Context: an optimization exercise on an open-source flow, tuned for small area, a short achievable clock period and few clock cycles per item. The choices shown serve that exercise and are no tape-out recipe.
In this exercise RTL edits were held to simulation tests only and were not proved equivalent to the original.

==> design/flow/design.v <==
module alu_arbiter #(
    parameter int unsigned MUL_LAT = 3
) (
    input  logic        clk_i,
    input  logic        rst_i,
    input  logic        req0_valid_i,
    output logic        req0_ready_o,
    input  logic [2:0]  req0_op_i,
    input  logic [31:0] req0_src1_i,
    input  logic [31:0] req0_src2_i,
    input  logic        req1_valid_i,
    output logic        req1_ready_o,
    input  logic [2:0]  req1_op_i,
    input  logic [31:0] req1_src1_i,
    input  logic [31:0] req1_src2_i,
    output logic        rsp_valid_o,
    input  logic        rsp_ready_i,
    output logic        rsp_id_o,
    output logic [31:0] rsp_result_o,
    output logic        busy_o
);
    localparam int D_MUL = 0;    
    localparam int D_SUB = 1;    
    localparam int D_ARR = 2;    
    localparam int D_SUM = 3;    
    localparam int D_AND = 4;    
    localparam int D_XOR = 5;    
    localparam int D_SLL = 6;    
    localparam int D_SRA = 7;    
    function automatic logic [7:0] decode(input logic [2:0] op);
        logic [7:0] d;
        d[D_MUL] = (op == 3'b101);
        d[D_SUB] = (op == 3'b100);
        d[D_ARR] = (op == 3'b000) | (op == 3'b001) | (op == 3'b011) | (op == 3'b100) | (op == 3'b110);
        d[D_SUM] = (op == 3'b011) | (op == 3'b100) | (op == 3'b101) | (op == 3'b110);
        d[D_AND] = (op == 3'b000);
        d[D_XOR] = (op == 3'b001);
        d[D_SLL] = (op == 3'b010);
        d[D_SRA] = (op == 3'b111);
        decode = d;
    endfunction
    function automatic logic [11:0] booth(input logic [8:0] w);
        logic [11:0] b;
        for (int j = 0; j < 4; j++) begin
            b[j]     = w[2*j+1] ^ w[2*j];
            b[4 + j] = (w[2*j+2] & ~w[2*j+1] & ~w[2*j]) | (~w[2*j+2] & w[2*j+1] & w[2*j]);
            b[8 + j] = w[2*j+2] & ~(w[2*j+1] & w[2*j]);
        end
        booth = b;
    endfunction
    function automatic logic [11:0] first_digits(input logic [7:0] d, input logic [7:0] b);
        logic [11:0] r;
        r = booth({b, 1'b0}) & {12{d[D_MUL]}};
        r[0] = r[0] | d[D_ARR];
        first_digits = r;
    endfunction
    function automatic logic top_equal(input logic [24:0] x);
        top_equal = (x == 25'd0) | (x == {25{1'b1}});
    endfunction
    logic        last_grant_q;    
    logic        ex_valid_q;      
    logic        ex_first_q;      
    logic        ex_lastm_q;      
    logic [7:0]  ex_d_q;          
    logic [11:0] ex_bd_q;         
    logic        ex_id_q;
    logic [31:0] ex_a_q;          
    logic [31:0] ex_b_q;          
    logic        rsp_valid_q;
    logic        rsp_id_q;
    logic [31:0] rsp_res_q;
    logic        out_free;        
    logic        ex_adv;          
    logic        ex_last;         
    logic        ex_step;         
    logic        ex_done;
    logic        ex_free;         
    logic        grant;
    logic        accept;
    logic        ld0, ld1, hold;
    assign ex_last  = ~ex_d_q[D_MUL] | ex_lastm_q;
    assign out_free = ~rsp_valid_q | rsp_ready_i;
    assign ex_adv   = ex_valid_q & out_free;
    assign ex_done  = ex_adv & ex_last;
    assign ex_step  = ex_adv & ~ex_last;
    assign ex_free  = ~ex_valid_q | ex_done;
    assign grant  = req1_valid_i & (~req0_valid_i | ~last_grant_q);
    assign accept = (req0_valid_i | req1_valid_i) & ex_free;
    assign req0_ready_o = req0_valid_i & ~grant & ex_free;
    assign req1_ready_o = req1_valid_i &  grant & ex_free;
    assign ld0  = req0_ready_o;
    assign ld1  = req1_ready_o;
    assign hold = ~accept & ~ex_step;
    always_ff @(posedge clk_i or posedge rst_i) begin
        if (rst_i) begin
            last_grant_q <= 1'b1;
            ex_valid_q   <= 1'b0;
            rsp_valid_q  <= 1'b0;
        end else begin
            if (accept) last_grant_q <= grant;
            if (ex_free) ex_valid_q <= accept;
            rsp_valid_q <= ex_done | (rsp_valid_q & ~rsp_ready_i);
        end
    end
    logic [7:0]  d0, d1;
    logic [11:0] f0, f1, bn;
    assign d0 = decode(req0_op_i);
    assign d1 = decode(req1_op_i);
    assign f0 = first_digits(d0, req0_src2_i[7:0]);
    assign f1 = first_digits(d1, req1_src2_i[7:0]);
    assign bn = booth(ex_b_q[15:7]);
    always_ff @(posedge clk_i) begin
        ex_a_q  <= ({32{ld0}} & req0_src1_i) | ({32{ld1}} & req1_src1_i)
                 | ({32{hold}} & ex_a_q) | ({32{ex_step}} & {ex_a_q[23:0], 8'd0});
        ex_b_q  <= ({32{ld0}} & req0_src2_i) | ({32{ld1}} & req1_src2_i)
                 | ({32{hold}} & ex_b_q) | ({32{ex_step}} & {{8{ex_b_q[31]}}, ex_b_q[31:8]});
        ex_bd_q <= ({12{ld0}} & f0) | ({12{ld1}} & f1)
                 | ({12{hold}} & ex_bd_q) | ({12{ex_step}} & bn);
        ex_d_q  <= ({8{ld0}} & d0) | ({8{ld1}} & d1) | ({8{~accept}} & ex_d_q);
        ex_lastm_q <= (ld0 & top_equal(req0_src2_i[31:7])) | (ld1 & top_equal(req1_src2_i[31:7]))
                    | (hold & ex_lastm_q) | (ex_step & top_equal({{8{ex_b_q[31]}}, ex_b_q[31:15]}));
        ex_id_q    <= ld1 | (~accept & ex_id_q);
        ex_first_q <= accept | (hold & ex_first_q);
    end
    logic [3:0]  nb;
    logic [31:0] acc_t;
    logic [31:0] r0, r1, r2, r3;
    logic [31:0] row_a, row_b;
    logic [31:0] t_xor, t_and;
    logic [31:0] sum;
    logic [4:0]  sh;
    logic [31:0] sh_in;
    logic [31:0] sh_l1, sh_l2, sh_l3, sh_l4, sh_out;
    logic        fill;
    logic [31:0] s_sum, s_and, s_xor, s_sll, s_sra, s_hold;
    logic [3:0]  b_one, b_two, b_neg;
    assign b_one = ex_bd_q[3:0];
    assign b_two = ex_bd_q[7:4];
    assign b_neg = ex_bd_q[11:8];
    assign sh    = ex_b_q[4:0];
    always_comb begin
        for (int i = 0; i < 32; i++) begin
            r0[i] = ((b_one[0] & ex_a_q[i]) | (b_two[0] & (i >= 1 ? ex_a_q[i-1] : 1'b0))) ^ b_neg[0];
            r1[i] = i < 2 ? 1'b0 :
                    ((b_one[1] & ex_a_q[i-2]) | (b_two[1] & (i >= 3 ? ex_a_q[i-3] : 1'b0))) ^ b_neg[1];
            r2[i] = i < 4 ? 1'b0 :
                    ((b_one[2] & ex_a_q[i-4]) | (b_two[2] & (i >= 5 ? ex_a_q[i-5] : 1'b0))) ^ b_neg[2];
            r3[i] = i < 6 ? 1'b0 :
                    ((b_one[3] & ex_a_q[i-6]) | (b_two[3] & (i >= 7 ? ex_a_q[i-7] : 1'b0))) ^ b_neg[3];
        end
    end
    assign nb = {b_neg[3:1], b_neg[0] | ex_d_q[D_SUB]};
    assign acc_t = ({32{ex_d_q[D_MUL] & ~ex_first_q}} & rsp_res_q)
                 | ({32{ex_d_q[D_ARR]}} & (ex_b_q ^ {32{ex_d_q[D_SUB]}}));
    logic t0, t1, t2, t3, t4, t5, t6, t7, t8, t9, t10, t11, t12, t13, t14, t15, t16, t17, t18, t19, t20, t21, t22, t23, t24, t25, t26, t27, t28, t29, t30, t31, t32, t33, t34, t35, t36, t37, t38, t39, t40, t41, t42, t43, t44, t45, t46, t47, t48, t49, t50, t51, t52, t53, t54, t55, t56, t57, t58, t59, t60, t61, t62, t63, t64, t65, t66, t67, t68, t69, t70, t71, t72, t73, t74, t75, t76, t77, t78, t79, t80, t81, t82, t83, t84, t85, t86, t87, t88, t89, t90, t91, t92, t93, t94, t95, t96, t97, t98, t99, t100, t101, t102, t103, t104, t105, t106, t107, t108, t109, t110, t111, t112, t113, t114, t115, t116, t117, t118, t119, t120, t121, t122, t123, t124, t125, t126, t127, t128, t129, t130, t131, t132, t133, t134, t135, t136, t137, t138, t139, t140, t141, t142, t143, t144, t145, t146, t147, t148, t149, t150, t151, t152, t153, t154, t155, t156, t157, t158, t159, t160, t161, t162, t163, t164, t165, t166, t167, t168, t169, t170, t171, t172, t173, t174, t175, t176, t177, t178, t179, t180, t181, t182, t183, t184, t185, t186, t187, t188, t189, t190, t191, t192, t193, t194, t195, t196, t197, t198, t199, t200, t201, t202, t203, t204, t205, t206, t207, t208, t209, t210, t211, t212, t213, t214, t215, t216, t217, t218, t219, t220, t221, t222, t223, t224, t225, t226, t227, t228;
    assign t0 = acc_t[0] ^ nb[0];
    assign t1 = acc_t[0] & nb[0];
    assign t2 = acc_t[1] ^ r0[1];
    assign t3 = acc_t[1] & r0[1];
    assign t4 = acc_t[2] ^ r0[2] ^ r1[2];
    assign t5 = (acc_t[2] & r0[2]) | (acc_t[2] & r1[2]) | (r0[2] & r1[2]);
    assign t6 = nb[1] ^ t3;
    assign t7 = nb[1] & t3;
    assign t8 = acc_t[3] ^ r0[3] ^ r1[3];
    assign t9 = (acc_t[3] & r0[3]) | (acc_t[3] & r1[3]) | (r0[3] & r1[3]);
    assign t10 = t5 ^ t8;
    assign t11 = t5 & t8;
    assign t12 = acc_t[4] ^ r0[4] ^ r1[4];
    assign t13 = (acc_t[4] & r0[4]) | (acc_t[4] & r1[4]) | (r0[4] & r1[4]);
    assign t14 = nb[2] ^ r2[4] ^ t9;
    assign t15 = (nb[2] & r2[4]) | (nb[2] & t9) | (r2[4] & t9);
    assign t16 = t12 ^ t11;
    assign t17 = t12 & t11;
    assign t18 = acc_t[5] ^ r0[5] ^ r1[5];
    assign t19 = (acc_t[5] & r0[5]) | (acc_t[5] & r1[5]) | (r0[5] & r1[5]);
    assign t20 = r2[5] ^ t13 ^ t18;
    assign t21 = (r2[5] & t13) | (r2[5] & t18) | (t13 & t18);
    assign t22 = t15 ^ t20;
    assign t23 = t15 & t20;
    assign t24 = acc_t[6] ^ r0[6] ^ r1[6];
    assign t25 = (acc_t[6] & r0[6]) | (acc_t[6] & r1[6]) | (r0[6] & r1[6]);
    assign t26 = nb[3] ^ r2[6] ^ r3[6];
    assign t27 = (nb[3] & r2[6]) | (nb[3] & r3[6]) | (r2[6] & r3[6]);
    assign t28 = t19 ^ t24 ^ t26;
    assign t29 = (t19 & t24) | (t19 & t26) | (t24 & t26);
    assign t30 = t21 ^ t28;
    assign t31 = t21 & t28;
    assign t32 = acc_t[7] ^ r0[7] ^ r1[7];
    assign t33 = (acc_t[7] & r0[7]) | (acc_t[7] & r1[7]) | (r0[7] & r1[7]);
    assign t34 = r2[7] ^ r3[7] ^ t25;
    assign t35 = (r2[7] & r3[7]) | (r2[7] & t25) | (r3[7] & t25);
    assign t36 = t27 ^ t32 ^ t29;
    assign t37 = (t27 & t32) | (t27 & t29) | (t32 & t29);
    assign t38 = t34 ^ t31;
    assign t39 = t34 & t31;
    assign t40 = acc_t[8] ^ r0[8] ^ r1[8];
    assign t41 = (acc_t[8] & r0[8]) | (acc_t[8] & r1[8]) | (r0[8] & r1[8]);
    assign t42 = r2[8] ^ r3[8] ^ t33;
    assign t43 = (r2[8] & r3[8]) | (r2[8] & t33) | (r3[8] & t33);
    assign t44 = t40 ^ t35 ^ t42;
    assign t45 = (t40 & t35) | (t40 & t42) | (t35 & t42);
    assign t46 = t37 ^ t44;
    assign t47 = t37 & t44;
    assign t48 = acc_t[9] ^ r0[9] ^ r1[9];
    assign t49 = (acc_t[9] & r0[9]) | (acc_t[9] & r1[9]) | (r0[9] & r1[9]);
    assign t50 = r2[9] ^ r3[9] ^ t41;
    assign t51 = (r2[9] & r3[9]) | (r2[9] & t41) | (r3[9] & t41);
    assign t52 = t48 ^ t43 ^ t50;
    assign t53 = (t48 & t43) | (t48 & t50) | (t43 & t50);
    assign t54 = t45 ^ t52;
    assign t55 = t45 & t52;
    assign t56 = acc_t[10] ^ r0[10] ^ r1[10];
    assign t57 = (acc_t[10] & r0[10]) | (acc_t[10] & r1[10]) | (r0[10] & r1[10]);
    assign t58 = r2[10] ^ r3[10] ^ t49;
    assign t59 = (r2[10] & r3[10]) | (r2[10] & t49) | (r3[10] & t49);
    assign t60 = t56 ^ t51 ^ t58;
    assign t61 = (t56 & t51) | (t56 & t58) | (t51 & t58);
    assign t62 = t53 ^ t60;
    assign t63 = t53 & t60;
    assign t64 = acc_t[11] ^ r0[11] ^ r1[11];
    assign t65 = (acc_t[11] & r0[11]) | (acc_t[11] & r1[11]) | (r0[11] & r1[11]);
    assign t66 = r2[11] ^ r3[11] ^ t57;
    assign t67 = (r2[11] & r3[11]) | (r2[11] & t57) | (r3[11] & t57);
    assign t68 = t64 ^ t59 ^ t66;
    assign t69 = (t64 & t59) | (t64 & t66) | (t59 & t66);
    assign t70 = t61 ^ t68;
    assign t71 = t61 & t68;
    assign t72 = acc_t[12] ^ r0[12] ^ r1[12];
    assign t73 = (acc_t[12] & r0[12]) | (acc_t[12] & r1[12]) | (r0[12] & r1[12]);
    assign t74 = r2[12] ^ r3[12] ^ t65;
    assign t75 = (r2[12] & r3[12]) | (r2[12] & t65) | (r3[12] & t65);
    assign t76 = t72 ^ t67 ^ t74;
    assign t77 = (t72 & t67) | (t72 & t74) | (t67 & t74);
    assign t78 = t69 ^ t76;
    assign t79 = t69 & t76;
    assign t80 = acc_t[13] ^ r0[13] ^ r1[13];
    assign t81 = (acc_t[13] & r0[13]) | (acc_t[13] & r1[13]) | (r0[13] & r1[13]);
    assign t82 = r2[13] ^ r3[13] ^ t73;
    assign t83 = (r2[13] & r3[13]) | (r2[13] & t73) | (r3[13] & t73);
    assign t84 = t80 ^ t75 ^ t82;
    assign t85 = (t80 & t75) | (t80 & t82) | (t75 & t82);
    assign t86 = t77 ^ t84;
    assign t87 = t77 & t84;
    assign t88 = acc_t[14] ^ r0[14] ^ r1[14];
    assign t89 = (acc_t[14] & r0[14]) | (acc_t[14] & r1[14]) | (r0[14] & r1[14]);
    assign t90 = r2[14] ^ r3[14] ^ t81;
    assign t91 = (r2[14] & r3[14]) | (r2[14] & t81) | (r3[14] & t81);
    assign t92 = t88 ^ t83 ^ t90;
    assign t93 = (t88 & t83) | (t88 & t90) | (t83 & t90);
    assign t94 = t85 ^ t92;
    assign t95 = t85 & t92;
    assign t96 = acc_t[15] ^ r0[15] ^ r1[15];
    assign t97 = (acc_t[15] & r0[15]) | (acc_t[15] & r1[15]) | (r0[15] & r1[15]);
    assign t98 = r2[15] ^ r3[15] ^ t89;
    assign t99 = (r2[15] & r3[15]) | (r2[15] & t89) | (r3[15] & t89);
    assign t100 = t96 ^ t91 ^ t98;
    assign t101 = (t96 & t91) | (t96 & t98) | (t91 & t98);
    assign t102 = t93 ^ t100;
    assign t103 = t93 & t100;
    assign t104 = acc_t[16] ^ r0[16] ^ r1[16];
    assign t105 = (acc_t[16] & r0[16]) | (acc_t[16] & r1[16]) | (r0[16] & r1[16]);
    assign t106 = r2[16] ^ r3[16] ^ t97;
    assign t107 = (r2[16] & r3[16]) | (r2[16] & t97) | (r3[16] & t97);
    assign t108 = t104 ^ t99 ^ t106;
    assign t109 = (t104 & t99) | (t104 & t106) | (t99 & t106);
    assign t110 = t101 ^ t108;
    assign t111 = t101 & t108;
    assign t112 = acc_t[17] ^ r0[17] ^ r1[17];
    assign t113 = (acc_t[17] & r0[17]) | (acc_t[17] & r1[17]) | (r0[17] & r1[17]);
    assign t114 = r2[17] ^ r3[17] ^ t105;
    assign t115 = (r2[17] & r3[17]) | (r2[17] & t105) | (r3[17] & t105);
    assign t116 = t112 ^ t107 ^ t114;
    assign t117 = (t112 & t107) | (t112 & t114) | (t107 & t114);
    assign t118 = t109 ^ t116;
    assign t119 = t109 & t116;
    assign t120 = acc_t[18] ^ r0[18] ^ r1[18];
    assign t121 = (acc_t[18] & r0[18]) | (acc_t[18] & r1[18]) | (r0[18] & r1[18]);
    assign t122 = r2[18] ^ r3[18] ^ t113;
    assign t123 = (r2[18] & r3[18]) | (r2[18] & t113) | (r3[18] & t113);
    assign t124 = t120 ^ t115 ^ t122;
    assign t125 = (t120 & t115) | (t120 & t122) | (t115 & t122);
    assign t126 = t117 ^ t124;
    assign t127 = t117 & t124;
    assign t128 = acc_t[19] ^ r0[19] ^ r1[19];
    assign t129 = (acc_t[19] & r0[19]) | (acc_t[19] & r1[19]) | (r0[19] & r1[19]);
    assign t130 = r2[19] ^ r3[19] ^ t121;
    assign t131 = (r2[19] & r3[19]) | (r2[19] & t121) | (r3[19] & t121);
    assign t132 = t128 ^ t123 ^ t130;
    assign t133 = (t128 & t123) | (t128 & t130) | (t123 & t130);
    assign t134 = t125 ^ t132;
    assign t135 = t125 & t132;
    assign t136 = acc_t[20] ^ r0[20] ^ r1[20];
    assign t137 = (acc_t[20] & r0[20]) | (acc_t[20] & r1[20]) | (r0[20] & r1[20]);
    assign t138 = r2[20] ^ r3[20] ^ t129;
    assign t139 = (r2[20] & r3[20]) | (r2[20] & t129) | (r3[20] & t129);
    assign t140 = t136 ^ t131 ^ t138;
    assign t141 = (t136 & t131) | (t136 & t138) | (t131 & t138);
    assign t142 = t133 ^ t140;
    assign t143 = t133 & t140;
    assign t144 = acc_t[21] ^ r0[21] ^ r1[21];
    assign t145 = (acc_t[21] & r0[21]) | (acc_t[21] & r1[21]) | (r0[21] & r1[21]);
    assign t146 = r2[21] ^ r3[21] ^ t137;
    assign t147 = (r2[21] & r3[21]) | (r2[21] & t137) | (r3[21] & t137);
    assign t148 = t144 ^ t139 ^ t146;
    assign t149 = (t144 & t139) | (t144 & t146) | (t139 & t146);
    assign t150 = t141 ^ t148;
    assign t151 = t141 & t148;
    assign t152 = acc_t[22] ^ r0[22] ^ r1[22];
    assign t153 = (acc_t[22] & r0[22]) | (acc_t[22] & r1[22]) | (r0[22] & r1[22]);
    assign t154 = r2[22] ^ r3[22] ^ t145;
    assign t155 = (r2[22] & r3[22]) | (r2[22] & t145) | (r3[22] & t145);
    assign t156 = t152 ^ t147 ^ t154;
    assign t157 = (t152 & t147) | (t152 & t154) | (t147 & t154);
    assign t158 = t149 ^ t156;
    assign t159 = t149 & t156;
    assign t160 = acc_t[23] ^ r0[23] ^ r1[23];
    assign t161 = (acc_t[23] & r0[23]) | (acc_t[23] & r1[23]) | (r0[23] & r1[23]);
    assign t162 = r2[23] ^ r3[23] ^ t153;
    assign t163 = (r2[23] & r3[23]) | (r2[23] & t153) | (r3[23] & t153);
    assign t164 = t160 ^ t155 ^ t162;
    assign t165 = (t160 & t155) | (t160 & t162) | (t155 & t162);
    assign t166 = t157 ^ t164;
    assign t167 = t157 & t164;
    assign t168 = acc_t[24] ^ r0[24] ^ r1[24];
    assign t169 = (acc_t[24] & r0[24]) | (acc_t[24] & r1[24]) | (r0[24] & r1[24]);
    assign t170 = r2[24] ^ r3[24] ^ t161;
    assign t171 = (r2[24] & r3[24]) | (r2[24] & t161) | (r3[24] & t161);
    assign t172 = t168 ^ t163 ^ t170;
    assign t173 = (t168 & t163) | (t168 & t170) | (t163 & t170);
    assign t174 = t165 ^ t172;
    assign t175 = t165 & t172;
    assign t176 = acc_t[25] ^ r0[25] ^ r1[25];
    assign t177 = (acc_t[25] & r0[25]) | (acc_t[25] & r1[25]) | (r0[25] & r1[25]);
    assign t178 = r2[25] ^ r3[25] ^ t169;
    assign t179 = (r2[25] & r3[25]) | (r2[25] & t169) | (r3[25] & t169);
    assign t180 = t176 ^ t171 ^ t178;
    assign t181 = (t176 & t171) | (t176 & t178) | (t171 & t178);
    assign t182 = t173 ^ t180;
    assign t183 = t173 & t180;
    assign t184 = acc_t[26] ^ r0[26] ^ r1[26];
    assign t185 = (acc_t[26] & r0[26]) | (acc_t[26] & r1[26]) | (r0[26] & r1[26]);
    assign t186 = r2[26] ^ r3[26] ^ t177;
    assign t187 = (r2[26] & r3[26]) | (r2[26] & t177) | (r3[26] & t177);
    assign t188 = t184 ^ t179 ^ t186;
    assign t189 = (t184 & t179) | (t184 & t186) | (t179 & t186);
    assign t190 = t181 ^ t188;
    assign t191 = t181 & t188;
    assign t192 = acc_t[27] ^ r0[27] ^ r1[27];
    assign t193 = (acc_t[27] & r0[27]) | (acc_t[27] & r1[27]) | (r0[27] & r1[27]);
    assign t194 = r2[27] ^ r3[27] ^ t185;
    assign t195 = (r2[27] & r3[27]) | (r2[27] & t185) | (r3[27] & t185);
    assign t196 = t192 ^ t187 ^ t194;
    assign t197 = (t192 & t187) | (t192 & t194) | (t187 & t194);
    assign t198 = t189 ^ t196;
    assign t199 = t189 & t196;
    assign t200 = acc_t[28] ^ r0[28] ^ r1[28];
    assign t201 = (acc_t[28] & r0[28]) | (acc_t[28] & r1[28]) | (r0[28] & r1[28]);
    assign t202 = r2[28] ^ r3[28] ^ t193;
    assign t203 = (r2[28] & r3[28]) | (r2[28] & t193) | (r3[28] & t193);
    assign t204 = t200 ^ t195 ^ t202;
    assign t205 = (t200 & t195) | (t200 & t202) | (t195 & t202);
    assign t206 = t197 ^ t204;
    assign t207 = t197 & t204;
    assign t208 = acc_t[29] ^ r0[29] ^ r1[29];
    assign t209 = (acc_t[29] & r0[29]) | (acc_t[29] & r1[29]) | (r0[29] & r1[29]);
    assign t210 = r2[29] ^ r3[29] ^ t201;
    assign t211 = (r2[29] & r3[29]) | (r2[29] & t201) | (r3[29] & t201);
    assign t212 = t208 ^ t203 ^ t210;
    assign t213 = (t208 & t203) | (t208 & t210) | (t203 & t210);
    assign t214 = t205 ^ t212;
    assign t215 = t205 & t212;
    assign t216 = acc_t[30] ^ r0[30] ^ r1[30];
    assign t217 = (acc_t[30] & r0[30]) | (acc_t[30] & r1[30]) | (r0[30] & r1[30]);
    assign t218 = r2[30] ^ r3[30] ^ t209;
    assign t219 = (r2[30] & r3[30]) | (r2[30] & t209) | (r3[30] & t209);
    assign t220 = t216 ^ t211 ^ t218;
    assign t221 = (t216 & t211) | (t216 & t218) | (t211 & t218);
    assign t222 = t213 ^ t220;
    assign t223 = t213 & t220;
    assign t224 = acc_t[31] ^ r0[31] ^ r1[31];
    assign t225 = (acc_t[31] & r0[31]) | (acc_t[31] & r1[31]) | (r0[31] & r1[31]);
    assign t226 = r2[31] ^ r3[31] ^ t217;
    assign t227 = t224 ^ t219 ^ t226;
    assign t228 = t221 ^ t227;
    assign row_a = {t223, t215, t207, t199, t191, t183, t175, t167, t159, t151, t143, t135, t127, t119, t111, t103, t95, t87, t79, t71, t63, t55, t47, t39, t36, t23, t17, t14, t7, t4, t1, r0[0]};
    assign row_b = {t228, t222, t214, t206, t198, t190, t182, t174, t166, t158, t150, t142, t134, t126, t118, t110, t102, t94, t86, t78, t70, t62, t54, t46, t38, t30, t22, t16, t10, t6, t2, t0};
    assign t_xor = {t224, t216, t208, t200, t192, t184, t176, t168, t160, t152, t144, t136, t128, t120, t112, t104, t96, t88, t80, t72, t64, t56, t48, t40, t32, t24, t18, t12, t8, t4, t2, ex_a_q[0] ^ ex_b_q[0]};
    assign t_and = {t225, t217, t209, t201, t193, t185, t177, t169, t161, t153, t145, t137, t129, t121, t113, t105, t97, t89, t81, t73, t65, t57, t49, t41, t33, t25, t19, t13, t9, t5, t3, ex_a_q[0] & ex_b_q[0]};
    logic [31:0] pg_g, pg_p;
    logic cg0, cg1, cp1, cg2, cp2, cg3, cp3, cg4, cp4, cg5, cp5, cg6, cp6, cg7, cp7, cg8, cp8, cg9, cp9, cg10, cp10, cg11, cp11, cg12, cp12, cg13, cp13, cg14, cp14, cg15, cp15, cg16, cg17, cg18, cp18, cg19, cp19, cg20, cp20, cg21, cp21, cg22, cp22, cg23, cp23, cg24, cp24, cg25, cp25, cg26, cp26, cg27, cp27, cg28, cp28, cg29, cp29, cg30, cp30, cg31, cp31, cg32, cg33, cg34, cg35, cg36, cp36, cg37, cp37, cg38, cp38, cg39, cp39, cg40, cp40, cg41, cp41, cg42, cp42, cg43, cp43, cg44, cp44, cg45, cp45, cg46, cp46, cg47, cp47, cg48, cg49, cg50, cg51, cg52, cg53, cg54, cg55, cg56, cp56, cg57, cp57, cg58, cp58, cg59, cp59, cg60, cp60, cg61, cp61, cg62, cp62, cg63, cp63, cg64, cg65, cg66, cg67, cg68, cg69, cg70, cg71, cg72, cg73, cg74, cg75, cg76, cg77, cg78, cg79;
    assign pg_g = row_a & row_b;
    assign pg_p = row_a ^ row_b;
    assign cg0 = pg_g[1] | (pg_p[1] & pg_g[0]);
    assign cg1 = pg_g[3] | (pg_p[3] & pg_g[2]);
    assign cp1 = pg_p[3] & pg_p[2];
    assign cg2 = pg_g[5] | (pg_p[5] & pg_g[4]);
    assign cp2 = pg_p[5] & pg_p[4];
    assign cg3 = pg_g[7] | (pg_p[7] & pg_g[6]);
    assign cp3 = pg_p[7] & pg_p[6];
    assign cg4 = pg_g[9] | (pg_p[9] & pg_g[8]);
    assign cp4 = pg_p[9] & pg_p[8];
    assign cg5 = pg_g[11] | (pg_p[11] & pg_g[10]);
    assign cp5 = pg_p[11] & pg_p[10];
    assign cg6 = pg_g[13] | (pg_p[13] & pg_g[12]);
    assign cp6 = pg_p[13] & pg_p[12];
    assign cg7 = pg_g[15] | (pg_p[15] & pg_g[14]);
    assign cp7 = pg_p[15] & pg_p[14];
    assign cg8 = pg_g[17] | (pg_p[17] & pg_g[16]);
    assign cp8 = pg_p[17] & pg_p[16];
    assign cg9 = pg_g[19] | (pg_p[19] & pg_g[18]);
    assign cp9 = pg_p[19] & pg_p[18];
    assign cg10 = pg_g[21] | (pg_p[21] & pg_g[20]);
    assign cp10 = pg_p[21] & pg_p[20];
    assign cg11 = pg_g[23] | (pg_p[23] & pg_g[22]);
    assign cp11 = pg_p[23] & pg_p[22];
    assign cg12 = pg_g[25] | (pg_p[25] & pg_g[24]);
    assign cp12 = pg_p[25] & pg_p[24];
    assign cg13 = pg_g[27] | (pg_p[27] & pg_g[26]);
    assign cp13 = pg_p[27] & pg_p[26];
    assign cg14 = pg_g[29] | (pg_p[29] & pg_g[28]);
    assign cp14 = pg_p[29] & pg_p[28];
    assign cg15 = pg_g[31] | (pg_p[31] & pg_g[30]);
    assign cp15 = pg_p[31] & pg_p[30];
    assign cg16 = pg_g[2] | (pg_p[2] & cg0);
    assign cg17 = cg1 | (cp1 & cg0);
    assign cg18 = pg_g[6] | (pg_p[6] & cg2);
    assign cp18 = pg_p[6] & cp2;
    assign cg19 = cg3 | (cp3 & cg2);
    assign cp19 = cp3 & cp2;
    assign cg20 = pg_g[10] | (pg_p[10] & cg4);
    assign cp20 = pg_p[10] & cp4;
    assign cg21 = cg5 | (cp5 & cg4);
    assign cp21 = cp5 & cp4;
    assign cg22 = pg_g[14] | (pg_p[14] & cg6);
    assign cp22 = pg_p[14] & cp6;
    assign cg23 = cg7 | (cp7 & cg6);
    assign cp23 = cp7 & cp6;
    assign cg24 = pg_g[18] | (pg_p[18] & cg8);
    assign cp24 = pg_p[18] & cp8;
    assign cg25 = cg9 | (cp9 & cg8);
    assign cp25 = cp9 & cp8;
    assign cg26 = pg_g[22] | (pg_p[22] & cg10);
    assign cp26 = pg_p[22] & cp10;
    assign cg27 = cg11 | (cp11 & cg10);
    assign cp27 = cp11 & cp10;
    assign cg28 = pg_g[26] | (pg_p[26] & cg12);
    assign cp28 = pg_p[26] & cp12;
    assign cg29 = cg13 | (cp13 & cg12);
    assign cp29 = cp13 & cp12;
    assign cg30 = pg_g[30] | (pg_p[30] & cg14);
    assign cp30 = pg_p[30] & cp14;
    assign cg31 = cg15 | (cp15 & cg14);
    assign cp31 = cp15 & cp14;
    assign cg32 = pg_g[4] | (pg_p[4] & cg17);
    assign cg33 = cg2 | (cp2 & cg17);
    assign cg34 = cg18 | (cp18 & cg17);
    assign cg35 = cg19 | (cp19 & cg17);
    assign cg36 = pg_g[12] | (pg_p[12] & cg21);
    assign cp36 = pg_p[12] & cp21;
    assign cg37 = cg6 | (cp6 & cg21);
    assign cp37 = cp6 & cp21;
    assign cg38 = cg22 | (cp22 & cg21);
    assign cp38 = cp22 & cp21;
    assign cg39 = cg23 | (cp23 & cg21);
    assign cp39 = cp23 & cp21;
    assign cg40 = pg_g[20] | (pg_p[20] & cg25);
    assign cp40 = pg_p[20] & cp25;
    assign cg41 = cg10 | (cp10 & cg25);
    assign cp41 = cp10 & cp25;
    assign cg42 = cg26 | (cp26 & cg25);
    assign cp42 = cp26 & cp25;
    assign cg43 = cg27 | (cp27 & cg25);
    assign cp43 = cp27 & cp25;
    assign cg44 = pg_g[28] | (pg_p[28] & cg29);
    assign cp44 = pg_p[28] & cp29;
    assign cg45 = cg14 | (cp14 & cg29);
    assign cp45 = cp14 & cp29;
    assign cg46 = cg30 | (cp30 & cg29);
    assign cp46 = cp30 & cp29;
    assign cg47 = cg31 | (cp31 & cg29);
    assign cp47 = cp31 & cp29;
    assign cg48 = pg_g[8] | (pg_p[8] & cg35);
    assign cg49 = cg4 | (cp4 & cg35);
    assign cg50 = cg20 | (cp20 & cg35);
    assign cg51 = cg21 | (cp21 & cg35);
    assign cg52 = cg36 | (cp36 & cg35);
    assign cg53 = cg37 | (cp37 & cg35);
    assign cg54 = cg38 | (cp38 & cg35);
    assign cg55 = cg39 | (cp39 & cg35);
    assign cg56 = pg_g[24] | (pg_p[24] & cg43);
    assign cp56 = pg_p[24] & cp43;
    assign cg57 = cg12 | (cp12 & cg43);
    assign cp57 = cp12 & cp43;
    assign cg58 = cg28 | (cp28 & cg43);
    assign cp58 = cp28 & cp43;
    assign cg59 = cg29 | (cp29 & cg43);
    assign cp59 = cp29 & cp43;
    assign cg60 = cg44 | (cp44 & cg43);
    assign cp60 = cp44 & cp43;
    assign cg61 = cg45 | (cp45 & cg43);
    assign cp61 = cp45 & cp43;
    assign cg62 = cg46 | (cp46 & cg43);
    assign cp62 = cp46 & cp43;
    assign cg63 = cg47 | (cp47 & cg43);
    assign cp63 = cp47 & cp43;
    assign cg64 = pg_g[16] | (pg_p[16] & cg55);
    assign cg65 = cg8 | (cp8 & cg55);
    assign cg66 = cg24 | (cp24 & cg55);
    assign cg67 = cg25 | (cp25 & cg55);
    assign cg68 = cg40 | (cp40 & cg55);
    assign cg69 = cg41 | (cp41 & cg55);
    assign cg70 = cg42 | (cp42 & cg55);
    assign cg71 = cg43 | (cp43 & cg55);
    assign cg72 = cg56 | (cp56 & cg55);
    assign cg73 = cg57 | (cp57 & cg55);
    assign cg74 = cg58 | (cp58 & cg55);
    assign cg75 = cg59 | (cp59 & cg55);
    assign cg76 = cg60 | (cp60 & cg55);
    assign cg77 = cg61 | (cp61 & cg55);
    assign cg78 = cg62 | (cp62 & cg55);
    assign cg79 = cg63 | (cp63 & cg55);
    assign sum = pg_p ^ {cg78, cg77, cg76, cg75, cg74, cg73, cg72, cg71, cg70, cg69, cg68, cg67, cg66, cg65, cg64, cg55, cg54, cg53, cg52, cg51, cg50, cg49, cg48, cg35, cg34, cg33, cg32, cg17, cg16, cg0, pg_g[0], 1'b0};
    always_comb begin
        for (int i = 0; i < 32; i++) begin
            sh_in[i] = ex_d_q[D_SLL] ? ex_a_q[31 - i] : ex_a_q[i];
        end
    end
    assign fill   = ex_d_q[D_SRA] & ex_a_q[31];
    assign sh_l1  = sh[0] ? {fill, sh_in[31:1]}           : sh_in;
    assign sh_l2  = sh[1] ? {{2{fill}}, sh_l1[31:2]}      : sh_l1;
    assign sh_l3  = sh[2] ? {{4{fill}}, sh_l2[31:4]}      : sh_l2;
    assign sh_l4  = sh[3] ? {{8{fill}}, sh_l3[31:8]}      : sh_l3;
    assign sh_out = sh[4] ? {{16{fill}}, sh_l4[31:16]}    : sh_l4;
    assign s_sum  = {32{ex_adv & ex_d_q[D_SUM]}};
    assign s_and  = {32{ex_adv & ex_d_q[D_AND]}};
    assign s_xor  = {32{ex_adv & ex_d_q[D_XOR]}};
    assign s_sll  = {32{ex_adv & ex_d_q[D_SLL]}};
    assign s_sra  = {32{ex_adv & ex_d_q[D_SRA]}};
    assign s_hold = {32{~ex_adv}};
    always_ff @(posedge clk_i) begin
        for (int i = 0; i < 32; i++) begin
            rsp_res_q[i] <= (s_sum[i] & sum[i]) | (s_and[i] & t_and[i]) | (s_xor[i] & t_xor[i])
                          | (s_sll[i] & sh_out[31 - i]) | (s_sra[i] & sh_out[i])
                          | (s_hold[i] & rsp_res_q[i]);
        end
        rsp_id_q <= (ex_adv & ex_id_q) | (~ex_adv & rsp_id_q);
    end
    assign rsp_valid_o  = rsp_valid_q;
    assign rsp_id_o     = rsp_id_q;
    assign rsp_result_o = rsp_res_q;
    assign busy_o       = ex_valid_q | rsp_valid_q;
endmodule
==> design/flow/flow/run.sh <==
#!/bin/bash
# Standard synthesis, then the standard layout with the settings below
# passed to make. make's output goes to synth.log and layout.log; each ORFS
# step keeps its own log under orfs/logs.
set -euo pipefail
bash standard.sh synth > synth.log 2>&1
args=(
  "BUFFER_PORTS_ARGS=-buffer_cell sky130_fd_sc_hd__buf_1"
  "CTS_ARGS=-sink_clustering_enable -repair_clock_nets -dont_use_dummy_load -root_buf sky130_fd_sc_hd__clkbuf_8 -buf_list {sky130_fd_sc_hd__clkbuf_4 sky130_fd_sc_hd__clkbuf_8}"
)
bash standard.sh "${args[@]}" finish > layout.log 2>&1
==> design/flow/standard.sh <==
#!/bin/bash
# synth_recipe.tcl (not shown) runs the flow's synth.tcl, then flattens the netlist and writes it again
# the make line also repeats each setting of config.mk as NAME=value (left out here)
make -C /OpenROAD-flow-scripts/flow DESIGN_CONFIG=/design/flow/config.mk WORK_HOME=/design/flow/orfs CLKGATE_MAP_FILE= SYNTH_SCRIPT=/design/flow/synth_recipe.tcl "${@:-finish}"
==> design/flow/config.mk <==
export PLATFORM = sky130hd
export DESIGN_NAME = alu_arbiter
export DESIGN_NICKNAME = alu_arbiter
export VERILOG_FILES = /design/flow/design.v
export SDC_FILE = /design/flow/constraint.sdc
export NUM_CORES = 4
export LEC_CHECK = 0
export ABC_AREA = 1
export ABC_CLOCK_PERIOD_IN_PS = 4000
export CAP_MARGIN = 20
export CORE_MARGIN = 2
export CORE_UTILIZATION = 40
export SETUP_SLACK_MARGIN = 4.6
export SLEW_MARGIN = 20
==> design/flow/constraint.sdc <==
create_clock -name core_clock -period 9.0 [get_ports {clk_i}]
set_input_delay 1.8000 -clock core_clock [delete_from_list [all_inputs] [get_ports {clk_i}]]
set_output_delay 1.8000 -clock core_clock [all_outputs]
set_load 0.01 [all_outputs]
==> results of run 1 <==
## stage by stage
stage	instance area, µm²	hold WS (ps)
global placement	16000	411
CTS	17500	452
floorplan	15300	409
global route	18000	469
finish	18000	447
detailed placement	16000	422
## registers in the layout, indices dropped and copies added (netlist names), 8 cells and up, named ones only
register,flops
ex_a_q,32
ex_d_q,8
rsp_res_q,32
ex_bd_q,12
ex_b_q,32
## critical path: stages, from the launching register on
cell and delay (ps):
dfxtp_4 400, clkinvlp_4 200, buf_4 190, o22ai_2 90, xor2_1 210, fa_1 480, fa_1 520, inv_1 40
ha_2 190, ha_4 220, ha_4 270, nand2_1 70, nor2_1 120, nand3_1 140, nand2_4 150, nand2_1 110
nand2_4 100, fa_2 460, a221oi_2 320, nand3_1 100
## final timing paths
| check | from | to | slack, ps | cells past startpoint |
|---|---|---|---|---|
| max | ex_bd_q[4]$_DFF_P_ | rsp_res_q[16]$_DFF_P_ | 4500 | 19 |
| min | ex_id_q$_DFF_P_ | flop | 450 | 0 |
| max reg2reg | ex_bd_q[4]$_DFF_P_ | rsp_res_q[16]$_DFF_P_ | 4500 | 19 |
| min reg2reg | ex_id_q$_DFF_P_ | flop | 450 | 0 |
| max in group asynchronous | rst_i | last_grant_q$_DFFE_PP1P_ | 7640 | 2 |
| min in group asynchronous | rst_i | ex_valid_q$_DFFE_PP0N_ | 1150 | 2 |
## metal layers
metal  track usage (%)  part of all wire, %  vias to the layer above
li1                  -                    -                     8015
met1              48.2                   40                     8435
met2              55.5                   43                     1194
met3              6.16                   10                      235
met4              18.7                  6.4                        0
met5                 0                    0                        -
## logic make-up after synthesis
logic type | Yosys count | share of synthesized area (%)
AOI/OAI and AO/OA | 390 | 17.5
xor gates and xnor gates | 120 | 7.04
adders and majority gates | 157 | 17.4
buffers and inverters | 397 | 10.6
DFF | 123 | 16.7
muxes | 1 | 0.0754
and+or+nand+nor | 1036 | 30.7
## placed cells by master, fill, tap and decap left out, drive strengths merged, types with 2 or more instances in the layout
master / synthesis / layout
nand3: 351 / 351
nand2: 491 / 492
o21ai: 74 / 74
buf: 73 / 263
a211oi: 3 / 3
nor2: 97 / 98
a31oi: 2 / 2
o2111ai: 15 / 15
o221ai: 7 / 7
clkbuf: 59 / 17
a221oi: 58 / 58
xor2: 115 / 115
clkinvlp: 0 / 16
nand4: 52 / 52
nor4: 16 / 16
nand3b: 6 / 6
nor3: 16 / 16
o22ai: 133 / 133
o41ai: 2 / 2
dfxtp: 119 / 119
inv: 235 / 238
clkinv: 30 / 24
a21oi: 53 / 53
bufbuf: 0 / 2
a32o: 25 / 25
xnor2: 5 / 5
fa: 85 / 85
o21bai: 3 / 3
dfrtp: 2 / 2
ha: 72 / 72
o31ai: 2 / 2
o211ai: 10 / 10
or2: 7 / 7
## Yosys cell counts, types with 3 or more instances
master     number
buf_2          55
fa_1           85
o21bai_1        3
a211oi_1        3
nand4_1        52
o221ai_1        7
clkbuf_1       59
a32o_1         25
buf_1          12
nand2_2         5
nor3_1         16
clkinv_1       30
dfxtp_1       119
nor4_1         16
o21ai_1        13
o2111ai_1      15
or2_2           6
xnor2_1         5
ha_1           72
o22ai_1       133
xor2_1        115
nand3_1       350
nand3b_1        6
a221oi_1       58
a21oi_1        53
inv_2          13
o211ai_1       10
inv_1         222
buf_4           5
o21ai_0        59
nor2_1         96
nand2_1       486
## cell type report
| class | instances | share of cell area [%] |
|---|---|---|
| Inverter | 265 | 6.53 |
| Timing Repair inverter | 13 | 0.572 |
| Clock buffer | 17 | 1.30 |
| Timing Repair Buffer | 265 | 8.95 |
| Multi-Input combinational cell | 1706 | 65.2 |
| Sequential cell | 123 | 14.2 |
| Tap cell | 468 | 3.26 |
## timing repair
action                     in CTS  in global routing
hold endpoints to repair        0                  0
resized for setup             174                 74
setup endpoints to repair      35                 24
pin swaps                      35                 27
setup buffers                  57                 11
cloned                         14                  3
==> flow_metrics.py, run 1 <==
metrics = {
    "status": {
        "outcome": "no timing/DRC/antenna violations",
    },
    "placed_design": {
        "place_congestion": 0.980,
        "hpwl_mm": 50.1,
        "numPortBuffers": 175,
        "dp.cells": 2755,
        "place_ws_ps": 2850,
    },
    "finish": {
        "final_util_pct": 48.9,
        "nets": 2687,
        "area_growth_pct": 20.2,
        "fin_cells": 2857,
        "multi_input_area_mm2": 0.0117,
        "drive_gt1_share_pct": 14.1,
        "diodes": 0,
        "seqCellArea_mm2": 0.00255,
        "nFillCells": 3734,
    },
    "route": {
        "drcViolationCount": 0,
        "viasPerCell": 6.26,
        "first_iter_violations": 2240,
        "ant_nets": 0,
        "totalWireLength_mm": 70.2,
        "firstDrtPassIters": 19,
        "drt-wirelength-per-cell_um": 24.6,
        "vias": 17879,
    },
    "logic_synthesis": {
        "synth_area_leaders": "dfxtp_1, nand2_1, nand3_1, fa_1, xor2_1",
        "synth_top_area_share_pct": 16.0,
        "synth-seq-cells": 123,
        "synthCells": 2224,
        "synth-async-reset-ratio_pct": 2.44,
        "ys.warnings.count": 1,
        "avgSynthCellArea_um2": 6.71,
        "synth_cell_types": 47,
        "ys.flop_type": "dfxtp_1",
        "synth_area_leader_cell": "dfxtp_1",
        "synth-edff-count": 1,
        "ys_seq_area_share_pct": 16.7,
        "synth_nets": 2520,
        "syn-cell-area_mm2": 0.0149,
    },
    "clocking": {
        "max-clock-path-buffers": 2,
        "clk_latency_ps": 480,
        "cts_sinks": 123,
        "numCtsBuffers": 17,
        "clk_pin_slew_ps": 90,
        "postCtsHoldBufs": 0,
        "cts_max_level": 4,
        "cts_root_buffer": "clkbuf_8",
        "cts_tree": "yes",
    },
    "timing": {
        "setup_violations": 0,
        "fin_worst_skew_ps": 29.3,
        "relSlewSlack_pct": 37.6,
        "post-route-period-util_pct": 50.0,
        "period_minus_slack_ps": 4500,
        "max_freq_ghz": 0.222,
        "finalSetupTns_ps": 0,
        "worst_slack_ps": 4500,
        "worstMarginPinSlew_ps": 935,
        "drv_slew": 0,
        "rsz0062_at_grt": "yes",
        "hold_viol": 0,
    },
    "die": {
        "fp.dieW_um": 197,
        "core_region_area_mm2": 0.0367,
        "die_h_um": 197,
        "start_util_pct": 40.7,
        "die-area_mm2": 0.0389,
        "rows": 70,
        "pin_count": 176,
    },
    "worst_setup_path": {
        "required_ps": 9360,
        "critPathKind": "reg2reg",
        "worstPathArrival_ps": 4860,
        "startpoint_type": "flop",
        "crit_fanout": 6,
        "endpoint_kind": "flop",
    },
    "grt": {
        "track_usage_pct": 36.0,
        "grt_pass1_vias": 17003,
        "antenna_found_initial": 0,
        "grt_first_pass_wirelength_mm": 105,
        "grt_max_degree": 67,
        "gr-total-overflow": 0,
    },
    "job": {
        "drv_cap": 0,
    },
    "min_path": {
        "hp-class": "reg2reg",
    },
}
Testbench counts, summed over its fixed seeds: cycles 3,103, items 2,400.
==> run 2: changes to the inputs <==
--- a/design/flow/config.mk
+++ b/design/flow/config.mk
@@ -11,4 +11,4 @@
 export CORE_MARGIN = 2
 export CORE_UTILIZATION = 40
-export SETUP_SLACK_MARGIN = 4.6
+export SETUP_SLACK_MARGIN = 4.45
 export SLEW_MARGIN = 20
==> run 2 against run 1 <==
  * Area after synthesis did not move
  * Maximum frequency fell by 0.16%
  * Cell area fell by 2.1%
  * Clock skew rose by 1.7 ps
  * Critical path type unchanged
  * Critical endpoint is now rsp_res_q[31]$_DFF_P_
  * Largest cell class unchanged
  * Highest routed layer unchanged
==> flow_metrics.py, run 2 <==
metrics = {
    "finish": {
        "final_cell_mix": "nand2_1, nand3_1, inv_1",
        "nFillCells": 3761,
        "fin_cells": 2845,
        "multi_input_area_mm2": 0.0115,
        "area_growth_pct": 17.7,
        "drive_gt1_share_pct": 12.2,
        "nets": 2675,
        "largestRegisters": "ex_a_q: 32 flops, ex_b_q: 32 flops, rsp_res_q: 32 flops",
        "final_common_cell": "nand2_1",
        "diodes": 0,
        "seqCellArea_mm2": 0.00255,
    },
    "timing": {
        "drv_slew": 0,
        "setup_violations": 0,
        "finalSetupTns_ps": 0,
        "worstMarginPinSlew_ps": 928,
        "fin_worst_skew_ps": 30.9,
        "rsz0062_at_grt": "yes",
        "worst_slack_ps": 4490,
        "relSlewSlack_pct": 38.1,
        "max_freq_ghz": 0.222,
        "period_minus_slack_ps": 4510,
        "post-route-period-util_pct": 50.1,
        "hold_viol": 0,
    },
    "clocking": {
        "numCtsBuffers": 17,
        "cts_root_buffer": "clkbuf_8",
        "cts_tree": "yes",
        "max-clock-path-buffers": 2,
        "cts_max_level": 4,
        "clk_latency_ps": 470,
        "cts_sinks": 123,
        "clk_pin_slew_ps": 80,
    },
    "grt": {
        "track_usage_pct": 35.0,
        "grt_first_pass_wirelength_mm": 102,
        "antenna_found_initial": 2,
        "grt_max_degree": 67,
        "gr-total-overflow": 0,
        "grt_pass1_vias": 16902,
    },
    "worst_setup_path": {
        "rr_worst_depth": 23,
        "rr_startpoint": "ex_bd_q[5]$_DFF_P_",
        "crit_fanout": 10,
        "cpMostUsedCell": "nand2_1",
        "worstPathArrival_ps": 4810,
        "startpoint_type": "flop",
        "critPathKind": "reg2reg",
        "ff2ff_setup_slack_ps": 4490,
        "cp_slowest_cell": "fa_1",
        "r2r-end": "rsp_res_q[31]$_DFF_P_",
        "cp_cell_sequence": "clkinvlp_4 > buf_6 > buf_4 > o22ai_1 > xor2_1 > fa_2 > inv_1 > fa_1 > fa_1 > ha_1 > ha_4 > nand2_2 > inv_1 > nand2_1 > nand2_2 > nand2_2 > nand2_4 > nand2_1 > nand2_1 > a21oi_1 > nand2_1 > nand3_1 > nand4_1",
        "endpoint_kind": "flop",
        "critPathLaunch": "ex_bd_q[5]$_DFF_P_",
        "crit_path_max_incr_delay_ps": 490,
        "required_ps": 9300,
    },
    "logic_synthesis": {
        "ys_seq_area_share_pct": 16.7,
        "synth_cell_types": 47,
        "syn-cell-area_mm2": 0.0149,
        "synth_nets": 2520,
        "synth_area_leaders": "dfxtp_1, nand2_1, nand3_1, fa_1, xor2_1",
        "synth-seq-cells": 123,
        "synth-edff-count": 1,
        "synthCells": 2224,
        "synth-async-reset-ratio_pct": 2.44,
        "yosysMostFrequentCell": "nand2_1",
        "ys.flop_type": "dfxtp_1",
        "synth_top_area_share_pct": 16.0,
        "ys.warnings.count": 1,
        "ys_top_cells_by_count": "nand2_1, nand3_1, inv_1, o22ai_1, dfxtp_1",
        "synth_area_leader_cell": "dfxtp_1",
        "avgSynthCellArea_um2": 6.71,
    },
    "die": {
        "core_region_area_mm2": 0.0367,
        "rows": 70,
        "pin_count": 176,
        "fp.dieW_um": 197,
        "die_h_um": 197,
        "die-area_mm2": 0.0389,
        "start_util_pct": 40.7,
    },
    "route": {
        "viasPerCell": 6.24,
        "firstDrtPassIters": 6,
        "vias": 17747,
        "ant_nets": 0,
        "first_iter_violations": 2162,
        "totalWireLength_mm": 69.0,
        "drt-wirelength-per-cell_um": 24.2,
        "drcViolationCount": 0,
    },
    "status": {
        "outcome": "no timing/DRC/antenna violations",
    },
    "job": {
        "drv_cap": 0,
    },
    "placed_design": {
        "numPortBuffers": 175,
        "place_congestion": 0.955,
        "hpwl_mm": 49.7,
        "dp.cells": 2760,
        "place_ws_ps": 2830,
    },
    "min_path": {
        "hp-class": "reg2reg",
        "hold_start": "ex_id_q$_DFF_P_",
        "hold_depth": 0,
    },
}
run 2: cell counts after synthesis:
Identical to the previous run, type by type.
run 2: timing repair:
action | 4_1_cts | 5_1_grt
gates resized for setup | 141 | 82
gates cloned | 13 | 3
hold buffers | 0 | 0
endpoints found under the setup margin | 26 | 22
setup buffers | 41 | 11
pin swaps | 23 | 28
run 2: worst max-delay path by stage:
stage                                       end  slack [ps]
after floorplan           rsp_res_q[17]$_DFF_P_        4450
after global placement             req0_ready_o        2880
after detailed placement           req0_ready_o        2830
after CTS                          req0_ready_o        4440
after global routing      rsp_res_q[31]$_DFF_P_        4320
final                     rsp_res_q[31]$_DFF_P_        4490
run 2: routing by layer:
layer | GRT usage, % | wire, µm
met1 | 45.9 | 27500
met2 | 53.6 | 29900
met3 | 7.58 | 7480
met4 | 18.9 | 4110
met5 | 0 | 0
run 2: final cells by class:
class	instances	share of cell area, %
well taps	468	3.33
flip-flops and latches	123	14.5
inverters	265	6.55
repair inverters	8	0.342
repair buffers	258	8.56
clock buffers	17	1.33
multi-input cells	1706	65.4
run 2: critical path: cells and delay by family, from the launching register on:
family / cells / cell delay, ps
adder cells (fa/ha/maj): 5 / 1980
AND/OR/NAND/NOR: 10 / 910
buffers and inverters: 5 / 710
flip-flops: 1 / 380
AO/OA/AOI/OAI: 2 / 260
XOR/XNOR: 1 / 120
run 2: through the flow:
stage                     hold slack, ps  instance area (µm²)  utilization [%]
final                                437                17600             47.9
after global routing                 471                17600             47.9
after detailed placement             428                15800             43.2
after floorplan                      409                15100                -
after global placement               411                15800             43.2
after CTS                            440                17100             46.5
run 2: cells by family after synthesis:
logic type	count (synthesis)	share of synthesized area (%)
AO/OA/AOI/OAI	390	17.5
flip-flops	123	16.7
AND/OR/NAND/NOR	1036	30.7
XOR/XNOR	120	7.04
adder cells (fa/ha/maj)	157	17.4
multiplexers	1	0.0754
buffers and inverters	397	10.6
==> run 3: changes to the inputs <==
--- a/design/flow/design.v
+++ b/design/flow/design.v
@@ -118,6 +118,8 @@
                  | ({12{hold}} & ex_bd_q) | ({12{ex_step}} & bn);
         ex_d_q  <= ({8{ld0}} & d0) | ({8{ld1}} & d1) | ({8{~accept}} & ex_d_q);
-        ex_lastm_q <= (ld0 & top_equal(req0_src2_i[31:7])) | (ld1 & top_equal(req1_src2_i[31:7]))
-                    | (hold & ex_lastm_q) | (ex_step & top_equal({{8{ex_b_q[31]}}, ex_b_q[31:15]}));
+        ex_lastm_q <= (ld0 & (top_equal(req0_src2_i[31:7]) | (req0_src1_i[23:0] == 24'd0)))
+                    | (ld1 & (top_equal(req1_src2_i[31:7]) | (req1_src1_i[23:0] == 24'd0)))
+                    | (hold & ex_lastm_q)
+                    | (ex_step & (top_equal({{8{ex_b_q[31]}}, ex_b_q[31:15]}) | (ex_a_q[15:0] == 16'd0)));
         ex_id_q    <= ld1 | (~accept & ex_id_q);
         ex_first_q <= accept | (hold & ex_first_q);
--- a/design/flow/config.mk
+++ b/design/flow/config.mk
@@ -11,4 +11,4 @@
 export CORE_MARGIN = 2
 export CORE_UTILIZATION = 40
-export SETUP_SLACK_MARGIN = 4.45
+export SETUP_SLACK_MARGIN = 4.3
 export SLEW_MARGIN = 20
==> run 3 against run 2 <==
  * Still clean
  * Routed wire length up 2.3%
  * Sequential share of layout area decreased by 0.25 points
  * Final cell count grew 1.6%
  * Cell area up 0.61%
  * Critical path type unchanged
  * Highest routed layer unchanged
==> flow_metrics.py, run 3 <==
metrics = {
    "clocking": {
        "cts_root_buffer": "clkbuf_8",
        "clk_pin_slew_ps": 100,
        "cts_sinks": 123,
        "postCtsHoldBufs": 0,
        "cts_max_level": 4,
        "numCtsBuffers": 17,
        "clk_latency_ps": 490,
        "max-clock-path-buffers": 2,
        "cts_tree": "yes",
    },
    "logic_synthesis": {
        "synth-seq-cells": 123,
        "yosys.area_share.simple_pct": 30.8,
        "synth_top_family_by_area": "simple AND/OR/NAND/NOR gates",
        "synth_cell_types": 53,
        "synthMuxAreaShare_pct": 0.0744,
        "synthCells": 2240,
        "ys.warnings.count": 1,
        "synth_compound_area_share_pct": 17.9,
        "avgSynthCellArea_um2": 6.76,
        "synthAdderAreaFrac_pct": 17.2,
        "synth_area_leaders": "dfxtp_1, nand3_1, nand2_1, fa_1, xor2_1",
        "synth_area_leader_cell": "dfxtp_1",
        "syn-cell-area_mm2": 0.0151,
        "synth_top_area_share_pct": 15.7,
        "yosysMostFrequentCell": "nand2_1",
        "synth-xor-area-share_pct": 6.83,
        "synth_nets": 2536,
        "ys.flop_type": "dfxtp_1",
        "synth-edff-count": 1,
        "ys_top_cells_by_count": "nand2_1, nand3_1, inv_1, o22ai_1, dfxtp_1",
        "ys_seq_area_share_pct": 16.4,
        "synth-async-reset-ratio_pct": 2.44,
    },
    "grt": {
        "grt_max_degree": 65,
        "grt_pass1_vias": 16808,
        "track_usage_pct": 35.1,
        "grt_first_pass_wirelength_mm": 104,
        "antenna_found_initial": 0,
        "gr-total-overflow": 0,
    },
    "die": {
        "pin_count": 176,
        "rows": 71,
        "die_h_um": 199,
        "fp.dieW_um": 199,
        "core_region_area_mm2": 0.0375,
        "start_util_pct": 40.4,
        "die-area_mm2": 0.0394,
    },
    "finish": {
        "final_common_cell": "nand2_1",
        "fin_cells": 2891,
        "final_cell_mix": "nand2_1, nand3_1, inv_1",
        "largestRegisters": "ex_a_q: 32 flops, ex_b_q: 32 flops, rsp_res_q: 32 flops",
        "diodes": 0,
        "area_growth_pct": 16.8,
        "nets": 2678,
        "drive_gt1_share_pct": 11.3,
    },
    "timing": {
        "fin_worst_skew_ps": 43.9,
        "rsz0062_at_grt": "yes",
        "setup_violations": 0,
        "post-route-period-util_pct": 51.9,
        "max_freq_ghz": 0.214,
        "holdWs_ps": 457,
        "worstMarginPinSlew_ps": 1040,
        "period_minus_slack_ps": 4670,
        "worst_slack_ps": 4330,
        "drv_slew": 0,
        "relSlewSlack_pct": 30.8,
        "finalSetupTns_ps": 0,
        "hold_viol": 0,
    },
    "route": {
        "first_iter_violations": 2582,
        "vias": 17886,
        "ant_nets": 0,
        "totalWireLength_mm": 70.5,
        "firstDrtPassIters": 6,
        "viasPerCell": 6.19,
        "drt-wirelength-per-cell_um": 24.4,
        "drcViolationCount": 0,
    },
    "min_path": {
        "hp-class": "reg2reg",
        "hold_start": "ex_id_q$_DFF_P_",
    },
    "placed_design": {
        "numPortBuffers": 175,
        "dp.cells": 2819,
        "place_ws_ps": 2800,
        "hpwl_mm": 51.3,
        "place_congestion": 1.00,
    },
    "worst_setup_path": {
        "required_ps": 9330,
        "endpoint_kind": "flop",
        "crit_fanout": 10,
        "critPathKind": "reg2reg",
        "critPathLaunch": "ex_a_q[0]$_DFF_P_",
        "rr_startpoint": "ex_a_q[0]$_DFF_P_",
        "startpoint_type": "flop",
        "worstPathArrival_ps": 5000,
    },
    "status": {
        "outcome": "no timing/DRC/antenna violations",
    },
    "job": {
        "drv_cap": 0,
    },
}
run 3: final cells by class:
| class | instances | area [µm²] |
|---|---|---|
| clock buffers | 17 | 234 |
| fillers | 3885 | 19800 |
| inverters | 274 | 1150 |
| multi-input cells | 1715 | 11800 |
| flip-flops and latches | 123 | 2520 |
| well taps | 511 | 639 |
| repair buffers | 245 | 1330 |
| repair inverters | 6 | 48.8 |
run 3: path summary, 6_finish.rpt:
| path | end | slack (ps) | depth (start not counted) |
|---|---|---|---|
| max in group asynchronous | last_grant_q$_DFFE_PP1P_ | 7640 | 2 |
| hold / removal | flop | 460 | 0 |
| setup / recovery | rsp_res_q[16]$_DFF_P_ | 4330 | 16 |
| min in group asynchronous | ex_valid_q$_DFFE_PP0N_ | 1140 | 2 |
| setup reg to reg | rsp_res_q[16]$_DFF_P_ | 4330 | 16 |
| hold reg to reg | flop | 460 | 0 |
run 3: logic make-up after synthesis:
logic type | Yosys count
flip-flops | 123
multiplexers | 1
XOR/XNOR | 118
adder cells (fa/ha/maj) | 157
buffers and inverters | 406
AND/OR/NAND/NOR | 1040
AO/OA/AOI/OAI | 395
run 3: critical path, stage by stage (launching register included):
cell	delay, ps
dfxtp_1	780
inv_1	310
o22ai_1	260
xor2_1	130
fa_1	530
fa_1	580
ha_4	220
ha_1	280
nand2_1	50
inv_1	100
nand2_1	90
nor3_2	140
nand2_2	90
nand2_4	80
fa_2	420
a221oi_2	310
nand3_1	120
run 3: layer usage:
layer / vias up / part of all wire [%] / global-route usage [%]
met2: 1265 / 43 / 53.7
met1: 8379 / 41 / 46.7
met3: 183 / 12 / 8.58
li1: 8059 / - / -
met5: - / 0 / 0
met4: 0 / 4.8 / 15.6
run 3: metrics by stage:
stage,utilization [%],instance area [µm²]
2_1_floorplan,-,15200
3_3_place_gp,42.8,16000
3_5_place_dp,42.8,16000
4_1_cts,45.1,16900
5_1_grt,47.2,17700
6_report,47.2,17700
run 3: what timing repair did:
action | 4_1_cts | 5_1_grt
pin swaps | 10 | 25
resized for setup | 108 | 91
buffers inserted | 26 | 16
cloned | 11 | 2
setup endpoints to repair | 24 | 18
hold endpoints to repair | 0 | 0
Testbench counts of run 3, summed over its fixed seeds: cycles 2,984, items 2,400.
==> run 4: changes to the inputs <==
--- a/design/flow/config.mk
+++ b/design/flow/config.mk
@@ -8,7 +8,7 @@
 export ABC_AREA = 1
 export ABC_CLOCK_PERIOD_IN_PS = 4000
-export CAP_MARGIN = 20
+export CAP_MARGIN = 5
 export CORE_MARGIN = 2
 export CORE_UTILIZATION = 40
-export SETUP_SLACK_MARGIN = 4.3
-export SLEW_MARGIN = 20
+export SETUP_SLACK_MARGIN = 4.45
+export SLEW_MARGIN = 5
==> run 4 against run 3 <==
  * Area after synthesis is the same
  * Non-clock buffer count rose by 12
  * Clock skew rose by 3.8 ps
  * Routed wire length up 0.71%
  * Count of clock-buffer cells in the layout unchanged
  * Critical endpoint is now req0_ready_o
==> flow_metrics.py, run 4 <==
metrics = {
    "grt": {
        "grt_pass1_vias": 16972,
        "grt_first_pass_wirelength_mm": 105,
        "gr-total-overflow": 0,
        "track_usage_pct": 35.7,
        "antenna_found_initial": 0,
        "grt_max_degree": 65,
    },
    "clocking": {
        "clk_pin_slew_ps": 90,
        "cts_tree": "yes",
        "cts_sinks": 123,
        "clk_latency_ps": 490,
        "cts_root_buffer": "clkbuf_8",
        "max-clock-path-buffers": 2,
        "cts_max_level": 4,
        "postCtsHoldBufs": 0,
        "numCtsBuffers": 17,
    },
    "worst_setup_path": {
        "critPathKind": "in2out",
        "worstPathArrival_ps": 2700,
        "crit_fanout": 2,
        "required_ps": 7200,
        "startpoint_type": "primary input",
        "endpoint_kind": "primary output",
    },
    "finish": {
        "final_common_cell": "nand2_1",
        "diodes": 0,
        "largestRegisters": "ex_a_q: 32 flops, ex_b_q: 32 flops, rsp_res_q: 32 flops",
        "seqCellArea_mm2": 0.00255,
        "final_util_pct": 47.9,
        "drive_gt1_share_pct": 13.5,
        "nets": 2689,
        "fin_cells": 2902,
        "nFillCells": 3898,
        "area_growth_pct": 18.7,
        "multi_input_area_mm2": 0.0118,
        "final_cell_mix": "nand2_1, nand3_1, inv_1",
    },
    "placed_design": {
        "dp.cells": 2820,
        "hpwl_mm": 51.7,
        "place_ws_ps": 2770,
        "place_congestion": 0.994,
        "numPortBuffers": 175,
    },
    "min_path": {
        "hp-class": "reg2reg",
    },
    "logic_synthesis": {
        "synth-seq-cells": 123,
        "synth_cell_types": 53,
        "syn-cell-area_mm2": 0.0151,
        "ys_seq_area_share_pct": 16.4,
        "ys_top_cells_by_count": "nand2_1, nand3_1, inv_1, o22ai_1, dfxtp_1",
        "synth_top_area_share_pct": 15.7,
        "synthCells": 2240,
        "avgSynthCellArea_um2": 6.76,
        "ys.flop_type": "dfxtp_1",
        "synth-async-reset-ratio_pct": 2.44,
        "synth_area_leader_cell": "dfxtp_1",
        "yosysMostFrequentCell": "nand2_1",
        "ys.warnings.count": 1,
        "synth_nets": 2536,
        "synth_area_leaders": "dfxtp_1, nand3_1, nand2_1, fa_1, xor2_1",
        "synth-edff-count": 1,
    },
    "die": {
        "start_util_pct": 40.4,
        "pin_count": 176,
        "die-area_mm2": 0.0394,
        "fp.dieW_um": 199,
        "core_region_area_mm2": 0.0375,
        "rows": 71,
        "die_h_um": 199,
    },
    "timing": {
        "relSlewSlack_pct": 31.1,
        "drv_slew": 0,
        "fin_worst_skew_ps": 47.7,
        "rsz0062_at_grt": "yes",
        "worstMarginPinSlew_ps": 1030,
        "worst_slack_ps": 4500,
        "setup_violations": 0,
        "finalSetupTns_ps": 0,
        "hold_viol": 0,
        "max_freq_ghz": 0.222,
        "period_minus_slack_ps": 4500,
        "post-route-period-util_pct": 50.0,
    },
    "route": {
        "drcViolationCount": 0,
        "ant_nets": 0,
        "firstDrtPassIters": 9,
        "totalWireLength_mm": 71.0,
        "vias": 18006,
        "drt-wirelength-per-cell_um": 24.5,
        "first_iter_violations": 2309,
        "viasPerCell": 6.20,
    },
    "status": {
        "outcome": "no timing/DRC/antenna violations",
    },
    "job": {
        "drv_cap": 0,
    },
}
-- run 4: path summary, 6_finish.rpt --
path | slack [ps] | from | to | cells past startpoint
min reg2reg | 470 | ex_id_q$_DFF_P_ | ex_id_q$_DFF_P_ | 2
min in group asynchronous | 1140 | rst_i | ex_valid_q$_DFFE_PP0N_ | 2
min | 470 | ex_id_q$_DFF_P_ | ex_id_q$_DFF_P_ | 2
max reg2reg | 4510 | ex_bd_q[9]$_DFF_P_ | rsp_res_q[17]$_DFF_P_ | 18
max | 4500 | rsp_ready_i | req0_ready_o | 9
max in group asynchronous | 7640 | rst_i | last_grant_q$_DFFE_PP1P_ | 2
-- run 4: critical path, cell delays in order --
cell and delay, ps:
buf_1 80, inv_1 60, nand2_4 90, nand2_8 60
o21ai_4 200, buf_6 130, nand3_4 110, clkinv_8 80
buf_6 90
-- run 4: timing repair --
item,in CTS,in global routing
setup buffers,32,21
resized for setup,146,108
cloned,12,0
pin swaps,22,48
setup endpoints to repair,26,21
-- run 4: per-layer routing --
layer,vias up,global-route usage (%),routed length (µm)
li1,8068,-,-
met1,8538,47.1,28500
met2,1190,54.6,30400
met3,210,8.27,8050
met4,0,17.7,4070
met5,-,0,0
-- run 4: cell families (layout without fill, tap and decap cells) --
group                    after synthesis  count (layout)  synth area share (%)
adder cells (fa/ha/maj)              157             157                  17.2
buffers and inverters                406             554                  10.8
XOR/XNOR                             118             118                  6.83
multiplexers                           1               1                0.0744
AO/OA/AOI/OAI                        395             395                  17.9
AND/OR/NAND/NOR                     1040            1043                  30.8
flip-flops                           123             123                  16.4
-- run 4: cell type report --
cell class	instances	area share, %
repair inverters	6	0.279
well taps	511	3.56
clock buffers	17	1.30
multi-input cells	1714	65.8
flip-flops and latches	123	14.2
repair buffers	257	8.40
inverters	274	6.49
-- run 4: per-stage QoR --
step           hold slack, ps  area (µm²)
2_1_floorplan             409       15300
3_3_place_gp              421       16100
3_5_place_dp              441       16100
4_1_cts                   472       17300
5_1_grt                   500       18000
6_report                  471       18000

[static timing again, ports no longer ideal]
Ports are ideal in the flow. The routed layouts listed here were re-timed in OpenROAD. Step 1 (the two cells are an assumption about what drives the block):
set clk [get_ports {clk_i}]
set_driving_cell -lib_cell sky130_fd_sc_hd__clkbuf_16 $clk
set_driving_cell -lib_cell sky130_fd_sc_hd__buf_2 [delete_from_list [all_inputs] $clk]
Step 2 times the ports against the registers' clock, not the clock port: input delays grow and output delays shrink by t, the midpoint of the rising clock arrivals with the driver on. Slacks: ideal / step 1 / step 2; pairs: ideal / step 1.
run	t (ns)	slack for setup (ns)	latest minus earliest clock arrival (ns)	slew at the worst register clock pin (ns)
run 1	0.510	4.498 / 4.498 / 4.046	0.030 / 0.029	0.09 / 0.09
run 2	0.506	4.491 / 4.484 / 4.043	0.031 / 0.031	0.09 / 0.09
run 3	0.517	4.333 / 4.322 / 4.322	0.044 / 0.044	0.10 / 0.10
run 4	0.516	4.502 / 4.480 / 4.480	0.047 / 0.047	0.10 / 0.10
After both steps every run listed still meets setup and hold. For run 1, which loses most, drivers alone change the setup slack by 0.000 ns; drivers and shift together by -0.452 ns.
